This design comes from an exercise in tuning for small area on the open sky130 flow, not from production work. In this exercise RTL edits were held to simulation tests only and were not proved equivalent to the original. Power is estimated from default activity; no workload was simulated.

`design.v`:
```
package regfile_pkg;
    localparam int DATA_W_DEF = 64;
    localparam int ADDR_W_DEF = 5;
    localparam int XZR_IDX    = (2 ** ADDR_W_DEF) - 1;
    typedef logic [ADDR_W_DEF-1:0] reg_idx_t;
endpackage
module regfile_ao22 (
    input  logic a,
    input  logic sa,
    input  logic b,
    input  logic sb,
    output logic y
);
    assign y = (a & sa) | (b & sb);
endmodule
module regfile_aoi222 (
    input  logic a0,
    input  logic s0,
    input  logic a1,
    input  logic s1,
    input  logic a2,
    input  logic s2,
    output logic y
);
    assign y = ~((a0 & s0) | (a1 & s1) | (a2 & s2));
endmodule
module regfile_nand2 (
    input  logic a,
    input  logic b,
    output logic y
);
    assign y = ~(a & b);
endmodule
module regfile_nand4 (
    input  logic a,
    input  logic b,
    input  logic c,
    input  logic d,
    output logic y
);
    assign y = ~(a & b & c & d);
endmodule
module regfile_nand3 (
    input  logic a,
    input  logic b,
    input  logic c,
    output logic y
);
    assign y = ~(a & b & c);
endmodule
module regfile_or3 (
    input  logic a,
    input  logic b,
    input  logic c,
    output logic y
);
    assign y = a | b | c;
endmodule
module regfile_param
#(
    parameter int DATA_W   = regfile_pkg::DATA_W_DEF,
    parameter int ADDR_W   = regfile_pkg::ADDR_W_DEF,
    parameter int NUM_READ = 2,
    parameter int ZERO_REG = (2 ** ADDR_W) - 1
) (
    input  logic                               clk,
    input  logic                               reset,
    input  logic                               RegWrite,
    input  logic [ADDR_W-1:0]                  WriteRegister,
    input  logic [DATA_W-1:0]                  WriteData,
    input  logic                               Reserve,
    input  logic [ADDR_W-1:0]                  ReserveRegister,
    input  logic [NUM_READ-1:0][ADDR_W-1:0]    ReadRegister,
    output logic [NUM_READ-1:0][DATA_W-1:0]    ReadData,
    output logic [NUM_READ-1:0]                ReadBusy
);
    localparam int NREG = 31;
    logic [DATA_W-1:0] rf_q [NREG];
    logic [NREG-1:0]   valid;
    logic [NREG-1:0]   pending;
    for (genvar r = 0; r < NREG; r++) begin : g_reg
        logic              we;
        logic              wen;
        logic              set_hit;
        logic [DATA_W-1:0] q;
        logic [DATA_W-1:0] d;
        logic              v;
        logic              pend_q;
        assign we      = RegWrite && (WriteRegister == ADDR_W'(r));
        assign wen     = !we;
        assign set_hit = Reserve && (ReserveRegister == ADDR_W'(r));
        for (genvar b = 0; b < DATA_W; b++) begin : g_bit
            regfile_ao22 u_wsel (.a(q[b]), .sa(wen), .b(WriteData[b]), .sb(we), .y(d[b]));
        end
        always_ff @(posedge clk) begin
            q <= d;
        end
        always_ff @(posedge clk or posedge reset) begin
            if (reset) begin
                v <= 1'b0;
            end else if (we) begin
                v <= 1'b1;
            end
        end
        always_ff @(posedge clk or posedge reset) begin
            if (reset) begin
                pend_q <= 1'b0;
            end else if (set_hit) begin
                pend_q <= 1'b1;
            end else if (we) begin
                pend_q <= 1'b0;
            end
        end
        assign rf_q[r]    = q;
        assign valid[r]   = v;
        assign pending[r] = pend_q;
    end
    for (genvar p = 0; p < NUM_READ; p++) begin : g_rd
        logic [NREG-1:0] sel;
        for (genvar r = 0; r < NREG; r++) begin : g_sel
            assign sel[r] = valid[r] && (ReadRegister[p] == ADDR_W'(r));
        end
        assign ReadBusy[p] = (ReadRegister[p] == ADDR_W'(ZERO_REG)) ? 1'b0
                                                                    : pending[ReadRegister[p]];
        for (genvar b = 0; b < DATA_W; b++) begin : g_bit
            logic [10:0] t;
            logic [2:0]  u;
            for (genvar k = 0; k < 10; k++) begin : g_aoi
                regfile_aoi222 u_aoi (
                    .a0(rf_q[3*k][b]),   .s0(sel[3*k]),
                    .a1(rf_q[3*k+1][b]), .s1(sel[3*k+1]),
                    .a2(rf_q[3*k+2][b]), .s2(sel[3*k+2]),
                    .y (t[k])
                );
            end
            regfile_nand2 u_last (.a(rf_q[30][b]), .b(sel[30]), .y(t[10]));
            regfile_nand4 u_n0 (.a(t[0]), .b(t[1]), .c(t[2]),  .d(t[3]), .y(u[0]));
            regfile_nand4 u_n1 (.a(t[4]), .b(t[5]), .c(t[6]),  .d(t[7]), .y(u[1]));
            regfile_nand3 u_n2 (.a(t[8]), .b(t[9]), .c(t[10]),           .y(u[2]));
            regfile_or3   u_o  (.a(u[0]), .b(u[1]), .c(u[2]),            .y(ReadData[p][b]));
        end
    end
endmodule
```
`run.sh`:
```
#!/bin/bash
# synth_recipe.tcl (not shown) runs the flow's synth.tcl, then flattens the netlist and writes it again
# the make line also repeats each setting of config.mk as NAME=value (left out here)
make -C /OpenROAD-flow-scripts/flow DESIGN_CONFIG=/design/flow/config.mk WORK_HOME=/design/flow/orfs CLKGATE_MAP_FILE= SYNTH_SCRIPT=/design/flow/synth_recipe.tcl finish
```
`config.mk`:
```
export PLATFORM = sky130hd
export DESIGN_NAME = regfile_param
export DESIGN_NICKNAME = regfile_param
export VERILOG_FILES = /design/flow/design.v
export SDC_FILE = /design/flow/constraint.sdc
export NUM_CORES = 4
export LEC_CHECK = 0
export CAP_MARGIN = 20
export CORE_MARGIN = 2
export CORE_UTILIZATION = 25
export PLACE_DENSITY = 0.35
export SLEW_MARGIN = 20
export SYNTH_HIERARCHICAL = 1
```
`constraint.sdc`:
```
create_clock -name core_clock -period 10.0 [get_ports {clk}]
set_input_delay 2.0000 -clock core_clock [delete_from_list [all_inputs] [get_ports {clk}]]
set_output_delay 2.0000 -clock core_clock [all_outputs]
set_load 0.01 [all_outputs]
```
==> results.ini, run 1 <==
[setup_path]
r2r-start = g_reg[19].v
crit_required_ps = 8000
path_common_cell = clkdlybuf4s50_1
crit_family = simple AND/OR/NAND/NOR gates
slowest_delay_ps = 830
reg2reg_depth = 1
setup.worst_path.end_class = primary output
critPathCapture = ReadData[126]
r2r_end = g_reg[19].v
crit_chain = clkdlybuf4s50_1, nor2b_1, and2_1, and3_4, buf_4, a222oi_1, nand4_1, or3_1, clkdlybuf4s50_1
startpoint = ReadRegister[8]
cp_num_buf_inv = 3
critPathLaunchType = primary input
crit_fanout = 41
arrival_ps = 6420
path_depth = 9
critPathKind = primary input to primary output
reg2reg_setup_slack_ps = 9160
slowest_stage = and3_4

[power_and_ir_drop]
internal_power_w = 0.01690
p_comb_share_pct = 12.2
p_clk_share_pct = 40.1
power_density_mw_per_mm2 = 243.7
swShare_pct = 27.59
pwr-share-seq_pct = 47.7
leakagePower_nw = 35.92
p_switching_w = 0.006441
ir_drop_uv = 159.8

[run]
maxCapViolations = 0

[floorplanning]
dieArea_mm2 = 0.3135
die_w_um = 559.9
start_util_pct = 25.08
core.rowCount = 204
core_mm2 = 0.3081
die_h_um = 559.9
pin_count = 218

[detailed_routing]
drtAntennaViolNets = 0
drt-total-wl_um = 501300
via_count = 78300
via_per_inst = 6.901
wl_per_cell_um = 44.18
drc = 0
first_iter_violations = 17154
drt_pre_antenna_iters = 13

[yosys]
synth_area_mm2 = 0.07726
synth_xor_area_share_pct = 0
synth_compound_area_share_pct = 39.62
yosysWarnings = 9
async_flop_share_pct = 3.030
synth_top_area_share_pct = 51.41
syn-num-nets = 6400
synth_most_common_cell = a22o_1
ys_ff_latch = 2046
yosys-mux-area-fraction_pct = 0.4129
ys_top_cells_by_count = a22o_1 (1997), dfxtp_1 (1984), a222oi_1 (1280)
synth_area_leaders = dfxtp_1 (51%), a22o_1 (23%), a222oi_1 (17%), nand4_1 (2.1%), dfrtp_1 (2.0%)
synth_top_family_by_area = compound AO/OA/AOI/OAI gates
synth_edf_count = 0
synth_top_area_cell = dfxtp_1
synthAdderAreaFrac_pct = 0
synth-simple-area-share_pct = 6.231
syn-mean-instance-area_um2 = 12.24
synth-main-ff-cell = dfxtp_1
syn_inst = 6312
yosysSeqAreaShare_pct = 53.41
ys_types = 44

[timing]
fin_ws_ps = 1578
fin_skew_ps = 0
finalSetupViolCount = 0
rsz0062_at_grt = false
max_slew_margin_pct = 15.55
fmax_mhz = 118.7
tightest_slew_ps = 1267
fin_crit_ps = 8422
fin_setup_tns_ps = 0
timing_max_transition_violations_final = 0
post-route-period-util_pct = 84.22
finalHoldViolCount = 0

[clock_tree]
cts_tree = built
clkTransAtPathRegs_ps = 60
postCtsResizedCells = 0
clock_sinks = 2046
postCtsHoldBufs = 0
cts_buffer_depth = 4
post_cts_buffers = 0
cts.htree.levels = 4
clock_latency_ps = 890
cts_buffers = 242
clock-root-buffer = clkbuf_16

[cells_and_area]
final_nets = 7096
fillCellCount = 31043
layout-drive-gt1-share_pct = 11.44
layoutNonFillerInstCount = 11347
syn_to_final_growth_pct = 23.99

[global_routing]
track_usage_pct = 30.26
grt-ovfl-total = 0
grt_pass1_vias = 75219
grt_antenna_before_repair = 42
grt_max_degree = 65
grt_pass1_wl_um = 670400

[place]
post-place-cells = 10884
gp_congestion = 0.8365
post-place-ws_ps = 1687
io_buffers = 217
place_hpwl_um = 291400

[min_path]
hp-class = flip-flop to flip-flop

[status]
outcome = no timing/DRC/antenna violations

==> stage by stage <==
stage | utilization, % | cell area (um^2) | power (W) | hold WS (ps)
floorplan | - | 77260 | 0.01272 | 440.3
CTS | 31.08 | 95760 | 0.02340 | 508.0
global placement | 28.39 | 87470 | 0.01397 | 487.3
global route | 31.09 | 95770 | 0.02416 | 521.7
detailed placement | 28.40 | 87480 | 0.01405 | 490.1
finish | 31.10 | 95800 | 0.02334 | 506.1
==> layout by cell type, fill, tap and decap left out, drive strengths merged, types with 128 or more instances in the layout <==
master,Yosys,routed
buf,13,273
clkbuf,9,355
nand2,166,166
dfxtp,1984,1984
or3,128,128
nand4,259,259
a22o,1997,1997
a222oi,1280,1280
nand3,141,141
clkdlybuf4s50,0,201
==> sequential cells by signal (all words and copies together) (netlist names) <==
signal	count
g.pend_q	31
g.v	31
g.q	1984
==> Yosys stat by module (local to each module, per instance) <==
module / times used / cell area [um^2] / cells / flip-flops and latches
regfile_param: 1 / 43550 / 2408 / 2046
regfile_nand2: 128 / 3.754 / 1 / 0
regfile_ao22: 1984 / 8.758 / 1 / 0
regfile_aoi222: 1280 / 10.01 / 1 / 0
regfile_or3: 128 / 6.256 / 1 / 0
regfile_nand4: 256 / 6.256 / 1 / 0
regfile_nand3: 128 / 5.005 / 1 / 0
==> layer usage <==
metal	vias up	global-route usage, %	share of wire [%]
met4	18	14.43	5.0
met1	40683	39.90	41
li1	30838	-	-
met5	-	0.03049	0.021
met3	1127	6.527	9.5
met2	5634	46.79	44
==> how the worst min path moves through the flow <==
stage / from / to / slack, ps / cells past startpoint
floorplan: g_reg[10].v / g_reg[10].v / 440 / 1
global placement: g_reg[18].q[31] / g_reg[18].q[31] / 490 / 1
detailed placement: g_reg[9].v / g_reg[9].v / 490 / 1
CTS: g_reg[9].v / g_reg[9].v / 510 / 1
global route: g_reg[9].v / g_reg[9].v / 520 / 1
finish: g_reg[30].q[16] / g_reg[30].q[16] / 510 / 1
==> layout make-up <==
type / instances / area [um^2] / share of cell area, %
diodes: 14 / 35.03 / 0.03657
inverters: 36 / 232.7 / 0.2429
clock buffers: 355 / 7192 / 7.507
well taps: 4120 / 5155 / 5.381
flip-flops and latches: 2046 / 41270 / 43.08
clock inverters: 94 / 1085 / 1.132
repair buffers: 474 / 4516 / 4.714
multi-input cells: 4208 / 36320 / 37.91
==> power groups by stage <==
stage               logic (W)  clock network [W]  registers, W
detailed placement    0.00283                  0        0.0112
finish                0.00284            0.00936        0.0111
global route          0.00301            0.00982        0.0113
floorplan             0.00186                  0        0.0109
global placement      0.00277                  0        0.0112
CTS                   0.00282            0.00951        0.0111
==> kinds of logic (layout without fill, tap and decap cells) <==
logic type / Yosys count / after routing
AND/OR/NAND/NOR: 867 / 867
multiplexers: 28 / 28
other: 0 / 14
AO/OA/AOI/OAI: 3313 / 3313
buffers and inverters: 58 / 959
flip-flops: 2046 / 2046
==> run 2: changes to the inputs <==
--- a/config.mk
+++ b/config.mk
@@ -7,7 +7,10 @@
 export LEC_CHECK = 0
 export CAP_MARGIN = 20
 export CORE_MARGIN = 2
-export CORE_UTILIZATION = 25
-export PLACE_DENSITY = 0.35
+export CORE_UTILIZATION = 45
+export CTS_BUF_LIST = sky130_fd_sc_hd__clkbuf_16
+export CTS_CLUSTER_DIAMETER = 100
+export CTS_CLUSTER_SIZE = 24
+export PLACE_DENSITY = 0.55
 export SLEW_MARGIN = 20
 export SYNTH_HIERARCHICAL = 1
==> run 2 against run 1 <==
- register-to-register slack worse by 20 ps
- critical endpoint is now ReadData[22]
- sequential power about the same
- highest routed layer unchanged
- total power fell by 21%
- maximum frequency rose by 0.48%
- sequential cell count is the same
- sequential share of layout area is 4.3 points higher
==> results.ini, run 2 <==
[yosys]
ys_top_cells_by_count = a22o_1 (1997), dfxtp_1 (1984), a222oi_1 (1280)
synth_area_leaders = dfxtp_1 (51%), a22o_1 (23%), a222oi_1 (17%), nand4_1 (2.1%), dfrtp_1 (2.0%)
synth-main-ff-cell = dfxtp_1
synth_top_area_share_pct = 51.41  ; unchanged
ys_ff_latch = 2046  ; unchanged
synth_most_common_cell = a22o_1
yosysSeqAreaShare_pct = 53.41  ; unchanged
yosysWarnings = 9  ; unchanged
synth_area_mm2 = 0.07726  ; unchanged
ys_types = 44  ; unchanged
syn-num-nets = 6400  ; unchanged
syn_inst = 6312  ; unchanged
synth_edf_count = 0  ; unchanged
async_flop_share_pct = 3.030  ; unchanged
synth_top_area_cell = dfxtp_1
syn-mean-instance-area_um2 = 12.24  ; unchanged

[clock_tree]
postCtsHoldBufs = 0  ; unchanged
clkTransAtPathRegs_ps = 100  ; +40 ps
clock_sinks = 2046  ; unchanged
postCtsResizedCells = 0  ; unchanged
cts_tree = built
cts_buffer_depth = 3  ; -1
clock_latency_ps = 770  ; -120 ps
cts_buffers = 95  ; -61%
clock-root-buffer = clkbuf_16
cts.htree.levels = 3  ; -1
post_cts_buffers = 0  ; unchanged

[timing]
rsz0062_at_grt = false
tightest_slew_ps = 1321  ; +54.43 ps
fmax_mhz = 119.3  ; +0.48%
post-route-period-util_pct = 83.82  ; -0.40 points
finalHoldViolCount = 0  ; unchanged
max_slew_margin_pct = 11.44  ; -4.1 points
finalSetupViolCount = 0  ; unchanged
fin_skew_ps = 0  ; unchanged
timing_max_transition_violations_final = 0  ; unchanged
fin_crit_ps = 8382  ; -39.91 ps
fin_setup_tns_ps = 0  ; unchanged

[floorplanning]
die_h_um = 418.4  ; -25%
core_mm2 = 0.1712  ; -44%
die_w_um = 418.4  ; -25%
pin_count = 218  ; unchanged
dieArea_mm2 = 0.1750  ; -44%
core.rowCount = 152  ; -25%
start_util_pct = 45.14  ; +20 points

[run]
maxCapViolations = 0  ; unchanged

[cells_and_area]
fillCellCount = 15136  ; -51%
largest_register = g.q
seq_area_mm2 = 0.04127  ; unchanged
layout-drive-gt1-share_pct = 7.067  ; -4.4 points
final_cell_mix = a22o_1 (1997), dfxtp_1 (1984), a222oi_1 (1280), nand4_1 (259), clkdlybuf4s50_1 (188)
reg_top3 = g.q (1984), g.pend_q (31), g.v (31)
final_core_util_pct = 50.89  ; +20 points
final_nets = 6895  ; -2.8%
fin_area_mm2 = 0.08711  ; -9.1%
layout.cells.most_common = a22o_1
multi_input_area_mm2 = 0.03632  ; unchanged
largest_reg_flops = 1984  ; unchanged
syn_to_final_growth_pct = 12.74

[place]
io_buffers = 217  ; unchanged
postPlaceCellArea_mm2 = 0.08455  ; -3.4%
gp_congestion = 0.9286  ; +11%
place_hpwl_um = 227800  ; -22%

[setup_path]
setup.worst_path.end_class = primary output
critPathLaunchType = primary input
crit_fanout = 19  ; -54%
arrival_ps = 6380  ; -40 ps
crit_required_ps = 8000  ; about the same
critPathKind = primary input to primary output

[global_routing]
grt_antenna_before_repair = 32  ; -24%
grt_max_degree = 63  ; -3.1%
track_usage_pct = 43.76  ; +13 points
grt_pass1_vias = 73597  ; -2.2%
grt-ovfl-total = 0  ; unchanged
grt_pass1_wl_um = 558600  ; -17%

[detailed_routing]
wl_per_cell_um = 44.41  ; +0.53%
first_iter_violations = 19453  ; +13%
wl_met3_um = 60830  ; +27%
via_count = 77683  ; -0.79%
drtAntennaViolNets = 0  ; unchanged
met2_length_um = 162600  ; -26%
via_per_inst = 8.564  ; +24%
drc = 0  ; unchanged
drt_pre_antenna_iters = 14  ; +1
top_layer = met5
drt-total-wl_um = 402800  ; -20%
routedLengthMet1_um = 152600  ; -26%

[power_and_ir_drop]
power_density_mw_per_mm2 = 211.6  ; -13%
leakagePower_nw = 32.78  ; -8.7%
ir_drop_uv = 180.4  ; +13%

[status]
outcome = no timing/DRC/antenna violations

[min_path]
hp-class = flip-flop to flip-flop

-- run 2: stage by stage --
stage | cells | hold WS (ps) | total power, W | worst slack [ps]
global route | 9057 | 530.2 | 0.01904 | 1665
CTS | 9053 | 508.5 | 0.01830 | 1607
floorplan | 6312 | 440.3 | 0.01272 | 1363
global placement | 8942 | 480.0 | 0.01379 | 1639
detailed placement | 8943 | 484.4 | 0.01389 | 1598
finish | 9071 | 507.9 | 0.01843 | 1618
-- run 2: cells by family (layout without fill, tap and decap cells) --
family / count (synthesis) / count (layout) / synth area share (%)
DFF: 2046 / 2046 / 53.41
AOI/OAI and AO/OA: 3313 / 3313 / 39.62
other: 0 / 18 / 0
muxes: 28 / 28 / 0.4129
and+or+nand+nor: 867 / 867 / 6.231
buffers and inverters: 58 / 566 / 0.3174
-- run 2: routing by layer --
metal	global-route usage [%]	vias up
li1	-	30209
met1	58.05	38660
met2	61.87	7168
met3	14.90	1624
met4	24.44	22
met5	0.4168	-
-- run 2: path summary, 6_finish.rpt --
| kind | start | end | slack [ps] | depth (start not counted) |
|---|---|---|---|---|
| min reg2reg | g_reg[14].v | g_reg[14].v | 510 | 1 |
| min in group asynchronous | reset | g_reg[18].v | 1770 | 3 |
| max reg2reg | g_reg[15].v | g_reg[15].v | 9140 | 1 |
| max | ReadRegister[3] | ReadData[22] | 1620 | 10 |
| min | g_reg[14].v | g_reg[14].v | 510 | 1 |
| max in group asynchronous | reset | g_reg[4].pend_q | 7700 | 3 |
-- run 2: critical path, cell delays in order --
cell	delay, ps
clkdlybuf4s50_1	760
nor2b_1	450
nand3_1	140
nor3_2	1000
buf_4	500
buf_4	420
a222oi_1	180
nand4_1	160
or3_1	150
clkdlybuf4s50_1	540
-- run 2: per-module statistics from Yosys, one instance, submodules excluded --
module	cells inside	cell area, um^2
regfile_ao22	1	8.758
regfile_param	2408	43550
regfile_or3	1	6.256
regfile_nand4	1	6.256
regfile_nand3	1	5.005
regfile_nand2	1	3.754
regfile_aoi222	1	10.01
-- run 2: area by class of cell --
cell class              count  share of cell area (%)
well taps                2233                   3.208
clock inverters            10                 0.07757
inverters                  36                  0.2442
diodes                     18                 0.05171
repair buffers            420                   4.476
flip-flops and latches   2046                   47.38
multi-input cells        4208                   41.69
clock buffers             100                   2.873
-- run 2: where the power goes --
part / internal [W] / total (W) / switching, W
Clock: 0.00180 / 0.00458 / 0.00278
Sequential: 0.00978 / 0.0111 / 0.00132
Combinational: 0.00165 / 0.00275 / 0.00109
Total: 0.0132 / 0.0184 / 0.00519
==> run 3: changes to the inputs <==
==> flow/run.sh (new file) <==
#!/bin/bash
# The standard layout (the standard.sh, unchanged synthesis and steps),
# with every port still buffered but by the smallest buffer cell.
set -e
export BUFFER_PORTS_ARGS="-buffer_cell sky130_fd_sc_hd__buf_1"
bash standard.sh > standard.log 2>&1
==> standard.sh (new file) <==
#!/bin/bash
# synth_recipe.tcl (not shown) runs the flow's synth.tcl, then flattens the netlist and writes it again
# the make line also repeats each setting of config.mk as NAME=value (left out here)
make -C /OpenROAD-flow-scripts/flow DESIGN_CONFIG=/design/flow/config.mk WORK_HOME=/design/flow/orfs CLKGATE_MAP_FILE= SYNTH_SCRIPT=/design/flow/synth_recipe.tcl "${@:-finish}"
removed: run.sh
==> run 3 against run 2 <==
- still clean
- combinational power fell by 5%
- maximum frequency is 5.0% higher
- clock-buffer cell count fell by 3
- global-route usage increased by 0.60 points
- via count rose by 0.71%
- critical endpoint is now ReadData[2]
==> results.ini, run 3 <==
[yosys]
async_flop_share_pct = 3.030  ; unchanged
syn-num-nets = 6400  ; unchanged
synth_xor_area_share_pct = 0  ; unchanged
yosysWarnings = 9  ; unchanged
synth_top_area_share_pct = 51.41  ; unchanged
syn-mean-instance-area_um2 = 12.24  ; unchanged
ys_top_cells_by_count = a22o_1 (1997), dfxtp_1 (1984), a222oi_1 (1280)
ys_types = 44  ; unchanged
synth-main-ff-cell = dfxtp_1
synth_top_family_by_area = compound AO/OA/AOI/OAI gates
synth-simple-area-share_pct = 6.231  ; unchanged
synth_edf_count = 0  ; unchanged
ys_ff_latch = 2046  ; unchanged
syn_inst = 6312  ; unchanged
synth_compound_area_share_pct = 39.62  ; unchanged
synth_area_leaders = dfxtp_1 (51%), a22o_1 (23%), a222oi_1 (17%), nand4_1 (2.1%), dfrtp_1 (2.0%)
synth_area_mm2 = 0.07726  ; unchanged
synth_top_area_cell = dfxtp_1
synthAdderAreaFrac_pct = 0  ; unchanged
synth_most_common_cell = a22o_1
yosys-mux-area-fraction_pct = 0.4129  ; unchanged
yosysSeqAreaShare_pct = 53.41  ; unchanged

[global_routing]
grt_antenna_before_repair = 20  ; -38%
grt_max_degree = 65  ; +3.2%
grt_pass1_vias = 72863  ; -1.0%
grt-ovfl-total = 0  ; unchanged
grt_pass1_wl_um = 562900  ; +0.76%
track_usage_pct = 44.36  ; +0.60 points

[cells_and_area]
layout.cells.most_common = a22o_1
fin_area_mm2 = 0.08548  ; -1.9%
layoutNonFillerInstCount = 9055  ; -0.18%
syn_to_final_growth_pct = 10.63
final_nets = 6888  ; -0.10%
largest_reg_flops = 1984  ; unchanged
reg_top3 = g.q (1984), g.pend_q (31), g.v (31)
final_cell_mix = a22o_1 (1997), dfxtp_1 (1984), a222oi_1 (1280), nand4_1 (259), buf_1 (206)
layout-drive-gt1-share_pct = 6.696  ; -0.37 points
fillCellCount = 15305  ; +1.1%
largest_register = g.q

[clock_tree]
clock_latency_ps = 760  ; about the same
clock-root-buffer = clkbuf_16
postCtsHoldBufs = 0  ; unchanged
cts_buffer_depth = 3  ; unchanged
cts_tree = built
cts_buffers = 95  ; unchanged
clkTransAtPathRegs_ps = 100  ; about the same
cts.htree.levels = 3  ; unchanged
postCtsResizedCells = 0  ; unchanged
clock_sinks = 2046  ; unchanged
post_cts_buffers = 0  ; unchanged

[timing]
timing_max_transition_violations_final = 0  ; unchanged
tightest_slew_ps = 1326  ; +4.410 ps
finalSetupViolCount = 0  ; unchanged
fin_skew_ps = 0  ; unchanged
post-route-period-util_pct = 79.82  ; -4.0 points
fin_crit_ps = 7982  ; -400.3 ps
fin_setup_tns_ps = 0  ; unchanged
rsz0062_at_grt = false
fmax_mhz = 125.3  ; +5.0%
finalHoldViolCount = 0  ; unchanged
max_slew_margin_pct = 11.63  ; +0.19 points

[min_path]
hold_depth = 1  ; unchanged
hp-class = flip-flop to flip-flop

[floorplanning]
pin_count = 218  ; unchanged
dieArea_mm2 = 0.1750  ; unchanged
core.rowCount = 152  ; unchanged
die_w_um = 418.4  ; unchanged
start_util_pct = 45.14  ; unchanged
core_mm2 = 0.1712  ; unchanged
die_h_um = 418.4  ; unchanged

[run]
maxCapViolations = 0  ; unchanged

[setup_path]
reg2reg_depth = 1  ; unchanged
setup.worst_path.end_class = primary output
crit_fanout = 35  ; +16
reg2reg_setup_slack_ps = 9140  ; about the same
arrival_ps = 5980  ; -400 ps
crit_required_ps = 8000  ; about the same
critPathKind = primary input to primary output
critPathLaunchType = primary input

[place]
place_hpwl_um = 224100  ; -1.6%
io_buffers = 217  ; unchanged
post-place-cells = 8935  ; -0.089%
postPlaceCellArea_mm2 = 0.08291  ; -1.9%
gp_congestion = 0.9004  ; -3.0%

[detailed_routing]
first_iter_violations = 19107  ; -1.8%
via_per_inst = 8.640  ; +0.88%
via_count = 78232  ; +0.71%
drc = 0  ; unchanged
wl_per_cell_um = 45.30  ; +2.0%
drtAntennaViolNets = 0  ; unchanged
drt_pre_antenna_iters = 12  ; -2
drt-total-wl_um = 410200  ; +1.8%

[power_and_ir_drop]
power_density_mw_per_mm2 = 213.3  ; +0.84%
leakagePower_nw = 32.13  ; -2.0%
ir_drop_uv = 138.6  ; -23%

[status]
outcome = no timing/DRC/antenna violations

==> run 3: cell counts after synthesis <==
Identical to the previous run, type by type.
==> run 3: where the power goes <==
part	total, W	switching (W)	internal (W)
clock	0.00454	0.00277	0.00177
combinational	0.00261	0.00110	0.00151
sequential	0.0111	0.00131	0.00978
total	0.0182	0.00517	0.0131
==> run 3: cells by family after synthesis <==
group                  Yosys count
AOI/OAI and AO/OA             3313
DFF                           2046
and+or+nand+nor                867
buffers and inverters           58
muxes                           28
==> run 3: cell type report <==
cell class	instances	area [um^2]	area share, %
Sequential cell	2046	41270	48.28
Multi-Input combinational cell	4208	36320	42.49
Tap cell	2233	2794	3.269
Clock buffer	97	2427	2.840
Timing Repair Buffer	413	2352	2.752
Inverter	36	212.7	0.2488
Clock inverter	10	71.32	0.08343
Antenna cell	12	30.03	0.03513
==> run 3: through the flow <==
| step | total power [W] | worst slack, ps | hold WS [ps] | utilization (%) |
|---|---|---|---|---|
| 2_1_floorplan | 0.01272 | 1363 | 440.3 | - |
| 3_3_place_gp | 0.01363 | 2450 | 479.8 | 48.44 |
| 3_5_place_dp | 0.01374 | 2349 | 483.3 | 48.44 |
| 4_1_cts | 0.01809 | 2350 | 511.6 | 49.90 |
| 5_1_grt | 0.01883 | 2097 | 528.3 | 49.92 |
| 6_report | 0.01824 | 2018 | 508.0 | 49.94 |
==> run 3: critical path, stage by stage <==
cell	delay, ps
buf_1	720
buf_4	340
and4b_1	280
and3b_4	1070
buf_4	690
a222oi_1	200
nand4_1	280
or3_1	170
buf_1	150
==> run 3: per-module statistics from Yosys, one instance, submodules excluded <==
module / flops+latches / copies in the design
regfile_nand3: 0 / 128
regfile_or3: 0 / 128
regfile_nand4: 0 / 256
regfile_param: 2046 / 1
regfile_ao22: 0 / 1984
regfile_nand2: 0 / 128
regfile_aoi222: 0 / 1280
==> run 3: worst paths after layout <==
kind                                  from          end
max                        ReadRegister[1]  ReadData[2]
min                            g_reg[30].v  g_reg[30].v
max reg2reg                    g_reg[15].v  g_reg[15].v
min reg2reg                    g_reg[30].v  g_reg[30].v
max in group asynchronous            reset  g_reg[15].v
min in group asynchronous            reset  g_reg[14].v
==> run 3: per-layer routing <==
| layer | vias to the layer above | global-route usage [%] | wire (um) |
|---|---|---|---|
| met5 | - | 0.3890 | 508 |
| met2 | 7717 | 61.20 | 162800 |
| met4 | 20 | 26.79 | 29430 |
| met3 | 1600 | 15.95 | 64470 |
| met1 | 38720 | 58.80 | 153000 |
| li1 | 30175 | - | - |
==> run 4: changes to the inputs <==
--- a/design.v
+++ b/design.v
@@ -56,6 +56,23 @@
 );
     assign y = a | b | c;
 endmodule
+module regfile_and3 (
+    input  logic a,
+    input  logic b,
+    input  logic c,
+    output logic y
+);
+    assign y = a & b & c;
+endmodule
+module regfile_dec2 (
+    input  logic a,
+    input  logic b,
+    output logic y,
+    output logic yn
+);
+    assign y  = a & b;
+    assign yn = ~(a & b);
+endmodule
 module regfile_param
 #(
     parameter int DATA_W   = regfile_pkg::DATA_W_DEF,
@@ -75,22 +92,46 @@
     output logic [NUM_READ-1:0]                ReadBusy
 );
     localparam int NREG = 31;
+    localparam int NSEG_W = 2;
+    localparam int NSEG_R = 2;
+    localparam int SEG_WW = DATA_W / NSEG_W;
+    localparam int SEG_RW = DATA_W / NSEG_R;
+    logic [7:0] wr_hi;
+    logic [3:0] wr_lo;
+    logic [NUM_READ-1:0][7:0] rd_hi;
+    logic [NUM_READ-1:0][3:0] rd_lo;
+    for (genvar i = 0; i < 8; i++) begin : g_pre_hi
+        assign wr_hi[i] = RegWrite && (WriteRegister[4:2] == 3'(i));
+        for (genvar p = 0; p < NUM_READ; p++) begin : g_rd
+            assign rd_hi[p][i] = (ReadRegister[p][4:2] == 3'(i));
+        end
+    end
+    for (genvar i = 0; i < 4; i++) begin : g_pre_lo
+        assign wr_lo[i] = (WriteRegister[1:0] == 2'(i));
+        for (genvar p = 0; p < NUM_READ; p++) begin : g_rd
+            assign rd_lo[p][i] = (ReadRegister[p][1:0] == 2'(i));
+        end
+    end
     logic [DATA_W-1:0] rf_q [NREG];
     logic [NREG-1:0]   valid;
     logic [NREG-1:0]   pending;
     for (genvar r = 0; r < NREG; r++) begin : g_reg
         logic              we;
-        logic              wen;
+        logic [NSEG_W-1:0] we_s;
+        logic [NSEG_W-1:0] wen_s;
         logic              set_hit;
         logic [DATA_W-1:0] q;
         logic [DATA_W-1:0] d;
         logic              v;
         logic              pend_q;
         assign we      = RegWrite && (WriteRegister == ADDR_W'(r));
-        assign wen     = !we;
+        for (genvar g = 0; g < NSEG_W; g++) begin : g_seg
+            regfile_dec2 u_wdec (.a(wr_hi[r/4]), .b(wr_lo[r%4]), .y(we_s[g]), .yn(wen_s[g]));
+        end
         assign set_hit = Reserve && (ReserveRegister == ADDR_W'(r));
         for (genvar b = 0; b < DATA_W; b++) begin : g_bit
-            regfile_ao22 u_wsel (.a(q[b]), .sa(wen), .b(WriteData[b]), .sb(we), .y(d[b]));
+            regfile_ao22 u_wsel (.a(q[b]), .sa(wen_s[b/SEG_WW]), .b(WriteData[b]), .sb(we_s[b/SEG_WW]),
+                                 .y(d[b]));
         end
         always_ff @(posedge clk) begin
             q <= d;
@@ -116,9 +157,12 @@
         assign pending[r] = pend_q;
     end
     for (genvar p = 0; p < NUM_READ; p++) begin : g_rd
-        logic [NREG-1:0] sel;
+        logic [NSEG_R-1:0][NREG-1:0] sel;
         for (genvar r = 0; r < NREG; r++) begin : g_sel
-            assign sel[r] = valid[r] && (ReadRegister[p] == ADDR_W'(r));
+            for (genvar g = 0; g < NSEG_R; g++) begin : g_seg
+                regfile_and3 u_sel (.a(valid[r]), .b(rd_hi[p][r/4]), .c(rd_lo[p][r%4]),
+                                    .y(sel[g][r]));
+            end
         end
         assign ReadBusy[p] = (ReadRegister[p] == ADDR_W'(ZERO_REG)) ? 1'b0
                                                                     : pending[ReadRegister[p]];
@@ -127,13 +171,13 @@
             logic [2:0]  u;
             for (genvar k = 0; k < 10; k++) begin : g_aoi
                 regfile_aoi222 u_aoi (
-                    .a0(rf_q[3*k][b]),   .s0(sel[3*k]),
-                    .a1(rf_q[3*k+1][b]), .s1(sel[3*k+1]),
-                    .a2(rf_q[3*k+2][b]), .s2(sel[3*k+2]),
+                    .a0(rf_q[3*k][b]),   .s0(sel[b/SEG_RW][3*k]),
+                    .a1(rf_q[3*k+1][b]), .s1(sel[b/SEG_RW][3*k+1]),
+                    .a2(rf_q[3*k+2][b]), .s2(sel[b/SEG_RW][3*k+2]),
                     .y (t[k])
                 );
             end
-            regfile_nand2 u_last (.a(rf_q[30][b]), .b(sel[30]), .y(t[10]));
+            regfile_nand2 u_last (.a(rf_q[30][b]), .b(sel[b/SEG_RW][30]), .y(t[10]));
             regfile_nand4 u_n0 (.a(t[0]), .b(t[1]), .c(t[2]),  .d(t[3]), .y(u[0]));
             regfile_nand4 u_n1 (.a(t[4]), .b(t[5]), .c(t[6]),  .d(t[7]), .y(u[1]));
             regfile_nand3 u_n2 (.a(t[8]), .b(t[9]), .c(t[10]),           .y(u[2]));
==> run 4 against run 3 <==
- hold slack improved by 7.4 ps
- via count decreased by 1.2%
- register-to-register slack improved by 30 ps
- maximum frequency decreased by 3.6%
- setup slack got worse by 300 ps
- combinational power increased by 7%
- synthesized cell count increased by 1.7%
==> results.ini, run 4 <==
[yosys]
syn-num-nets = 6508  ; +1.7%
ys_types = 31  ; -30%
synth_edf_count = 0  ; unchanged
synthAdderAreaFrac_pct = 0  ; unchanged
synth_top_area_cell = dfxtp_1
synth_top_area_share_pct = 50.97  ; -0.43 points
synth_compound_area_share_pct = 39.17  ; -0.45 points
synth-simple-area-share_pct = 7.301  ; +1.1 points
syn-mean-instance-area_um2 = 12.14  ; -0.85%
yosys-mux-area-fraction_pct = 0.4368  ; +0.024 points
ys_top_cells_by_count = a22o_1 (1996), dfxtp_1 (1984), a222oi_1 (1280)
ys_ff_latch = 2046  ; unchanged
synth_most_common_cell = a22o_1
synth_xor_area_share_pct = 0  ; unchanged
synth_area_leaders = dfxtp_1 (51%), a22o_1 (22%), a222oi_1 (16%), nand4_1 (2.1%), dfrtp_1 (2.0%)
yosysWarnings = 9  ; unchanged
syn_inst = 6420  ; +1.7%
yosysSeqAreaShare_pct = 52.97  ; -0.45 points
synth-main-ff-cell = dfxtp_1
synth_top_family_by_area = compound AO/OA/AOI/OAI gates
synth_area_mm2 = 0.07792  ; +0.85%
async_flop_share_pct = 3.030  ; unchanged

[cells_and_area]
layout.cells.most_common = a22o_1
fillCellCount = 15455  ; +0.98%
largest_reg_flops = 1984  ; unchanged
final_nets = 6870  ; -0.26%
largest_register = g.q
final_cell_mix = a22o_1 (1996), dfxtp_1 (1984), a222oi_1 (1280), nand4_1 (259), nand2_1 (186)
syn_to_final_growth_pct = 9.400
layout-drive-gt1-share_pct = 7.047  ; +0.35 points
fin_area_mm2 = 0.08524  ; -0.28%
reg_top3 = g.q (1984), g.pend_q (31), g.v (31)
layoutNonFillerInstCount = 9150  ; +1.0%

[timing]
timing_max_transition_violations_final = 0  ; unchanged
post-route-period-util_pct = 82.78  ; +3.0 points
fmax_mhz = 120.8  ; -3.6%
finalSetupViolCount = 0  ; unchanged
fin_skew_ps = 0  ; unchanged
fin_setup_tns_ps = 0  ; unchanged
tightest_slew_ps = 1350  ; +24.94 ps
fin_crit_ps = 8278  ; +296.1 ps
max_slew_margin_pct = 9.967  ; -1.7 points
finalHoldViolCount = 0  ; unchanged
rsz0062_at_grt = false

[place]
place_hpwl_um = 225700  ; +0.70%
gp_congestion = 0.9651  ; +7.2%
postPlaceCellArea_mm2 = 0.08247  ; -0.54%
io_buffers = 217  ; unchanged
post-place-cells = 8991  ; +0.63%

[global_routing]
grt_antenna_before_repair = 66  ; +230%
grt_max_degree = 63  ; -3.1%
grt-ovfl-total = 0  ; unchanged
grt_pass1_vias = 70537  ; -3.2%
grt_pass1_wl_um = 557800  ; -0.91%
track_usage_pct = 44.00  ; -0.37 points

[clock_tree]
clock_latency_ps = 790  ; +30 ps
post_cts_buffers = 0  ; unchanged
postCtsResizedCells = 0  ; unchanged
clkTransAtPathRegs_ps = 80  ; -20 ps
postCtsHoldBufs = 0  ; unchanged
clock_sinks = 2046  ; unchanged
clock-root-buffer = clkbuf_16
cts_buffer_depth = 3  ; unchanged
cts_buffers = 95  ; unchanged
cts_tree = built
cts.htree.levels = 3  ; unchanged

[status]
outcome = no timing/DRC/antenna violations

[power_and_ir_drop]
power_density_mw_per_mm2 = 216.6  ; +1.5%
ir_drop_uv = 162.9  ; +18%
leakagePower_nw = 31.76  ; -1.2%

[setup_path]
path_common_cell = buf_1
crit_fanout = 32  ; -8.6%
crit_required_ps = 8000  ; about the same
critPathKind = primary input to primary output
arrival_ps = 6280  ; +300 ps
slowest_delay_ps = 1000  ; -70 ps
r2r-start = g_reg[25].v
crit_chain = buf_1, nor2b_1, buf_4, and3_2, a222oi_1, nand4_1, or3_1, buf_1
setup.worst_path.end_class = primary output
critPathLaunchType = primary input
slowest_stage = and3_2
reg2reg_setup_slack_ps = 9170  ; +30 ps
r2r_end = g_reg[25].v
reg2reg_depth = 1  ; unchanged

[detailed_routing]
wl_per_cell_um = 44.84  ; -1.0%
drt-total-wl_um = 410300  ; about the same
drc = 0  ; unchanged
via_per_inst = 8.451  ; -2.2%
drt_pre_antenna_iters = 17  ; +5
via_count = 77325  ; -1.2%
first_iter_violations = 17231  ; -9.8%
drtAntennaViolNets = 0  ; unchanged

[floorplanning]
die_h_um = 420.1  ; +0.42%
core.rowCount = 152  ; unchanged
dieArea_mm2 = 0.1765  ; +0.84%
core_mm2 = 0.1717  ; +0.33%
pin_count = 218  ; unchanged
die_w_um = 420.1  ; +0.42%
start_util_pct = 45.37  ; +0.23 points

[min_path]
hold_start = g_reg[30].q[57]
holdPathEnd = g_reg[30].q[57]
hold_depth = 1  ; unchanged
hp-class = flip-flop to flip-flop

[run]
maxCapViolations = 0  ; unchanged

==> run 4: cell types whose count changed after synthesis, moves of 7 or more <==
cell      before  now
inv_1         36    3
nand2_1      166  230
and3_1        50  129
mux2i_1       18    4
nor2b_1       22   12
mux4_2         2   10
nand3b_1       1    8
or2_2          7    0
nand3_1      141  132
and2_1         8   69
==> run 4: report_power, final <==
part | total (W) | internal (W) | switching (W) | leakage (nW)
combinational | 0.00280 | 0.00150 | 0.00129 | 13.2
sequential | 0.0111 | 0.00978 | 0.00133 | 17.2
clock | 0.00455 | 0.00178 | 0.00277 | 1.29
total | 0.0185 | 0.0131 | 0.00539 | 31.8
==> run 4: worst max-delay path by stage <==
stage	from	depth (start not counted)	slack, ps	end
finish	ReadRegister[0]	8	1720	ReadData[29]
global route	ReadRegister[0]	8	1840	ReadData[61]
CTS	ReadRegister[0]	8	2160	ReadData[18]
detailed placement	ReadRegister[0]	8	2160	ReadData[18]
global placement	ReadRegister[0]	8	2220	ReadData[18]
floorplan	ReadRegister[0]	7	4060	ReadData[0]
==> run 4: final cells by class <==
type	count	area, um^2	share of cell area, %
Multi-Input combinational cell	4354	36960	43.35
Clock inverter	13	81.33	0.09541
Timing Repair Buffer	282	1449	1.700
Antenna cell	43	107.6	0.1262
Inverter	3	11.26	0.01321
Clock buffer	99	2477	2.906
Sequential cell	2046	41270	48.41
Tap cell	2310	2890	3.391
==> run 4: metal layers <==
layer  track usage (%)  wire length (um)  up-vias
met5                 0               254        -
met4             33.84             35980       40
met3             14.38             56870     1448
met2             62.49            169200     6838
met1             54.97            148000    38623
li1                  -                 -    30376
==> run 4: Yosys stat by module, one instance, submodules excluded <==
module | cells | flops+latches
regfile_and3 | 1 | 0
regfile_ao22 | 1 | 0
regfile_aoi222 | 1 | 0
regfile_dec2 | 2 | 0
regfile_nand2 | 1 | 0
regfile_nand3 | 1 | 0
regfile_nand4 | 1 | 0
regfile_or3 | 1 | 0
regfile_param | 2268 | 2046
==> run 4: critical path, delay by kind of cell <==
family | cells | cell delay, ps
compound gates | 1 | 300
buf+inv | 3 | 1230
simple gates | 4 | 2720
==> run 4: metrics by stage <==
step	total power (W)	worst slack (ps)	util (%)	hold slack, ps
2_1_floorplan	0.01272	4065	-	461.0
3_3_place_gp	0.01379	2222	48.01	486.7
3_5_place_dp	0.01391	2161	48.02	492.4
4_1_cts	0.01831	2160	49.51	516.1
5_1_grt	0.01902	1836	49.61	529.2
6_report	0.01846	1722	49.64	515.4
==> run 4: cell families (layout without fill, tap and decap cells) <==
group | count (synthesis) | count (layout)
mux | 18 | 18
buf+inv | 20 | 397
compound gates | 3301 | 3301
other cells | 0 | 43
flops | 2046 | 2046
simple gates | 1035 | 1035

==> separate check: timing with driven ports <==
Ports are ideal in the flow. The routed layouts listed here were re-timed in OpenROAD.
Step 1, drivers: a clkbuf_16 drives clk and a buf_2 each remaining input, both assumed.
Step 2, shift: input delay + t, output delay - t, t = (earliest + latest rising clock arrival at the registers) / 2. This alone moves slack from input paths to output paths.
Slacks: ideal ports / drivers / drivers and shift; pairs: ideal ports / drivers.
run	t (ns)	slack for setup (ns)	hold WS [ns]	slew at the worst register clock pin (ns)	worst slew at a driven data input, ns
run 1	1.028	1.578 / 1.517 / 1.517	0.506 / 0.506 / 0.506	0.07 / 0.07	0.17
run 2	0.870	1.618 / 1.588 / 1.588	0.508 / 0.508 / 0.508	0.11 / 0.11	0.14
run 3	0.853	2.018 / 1.989 / 1.989	0.508 / 0.508 / 0.508	0.11 / 0.11	0.10
run 4	0.871	1.722 / 1.578 / 1.578	0.515 / 0.515 / 0.515	0.11 / 0.11	0.21
After both steps every run listed still meets setup and hold. For run 4, which loses most, drivers alone change the setup slack by -0.144 ns; drivers and shift together by -0.144 ns.
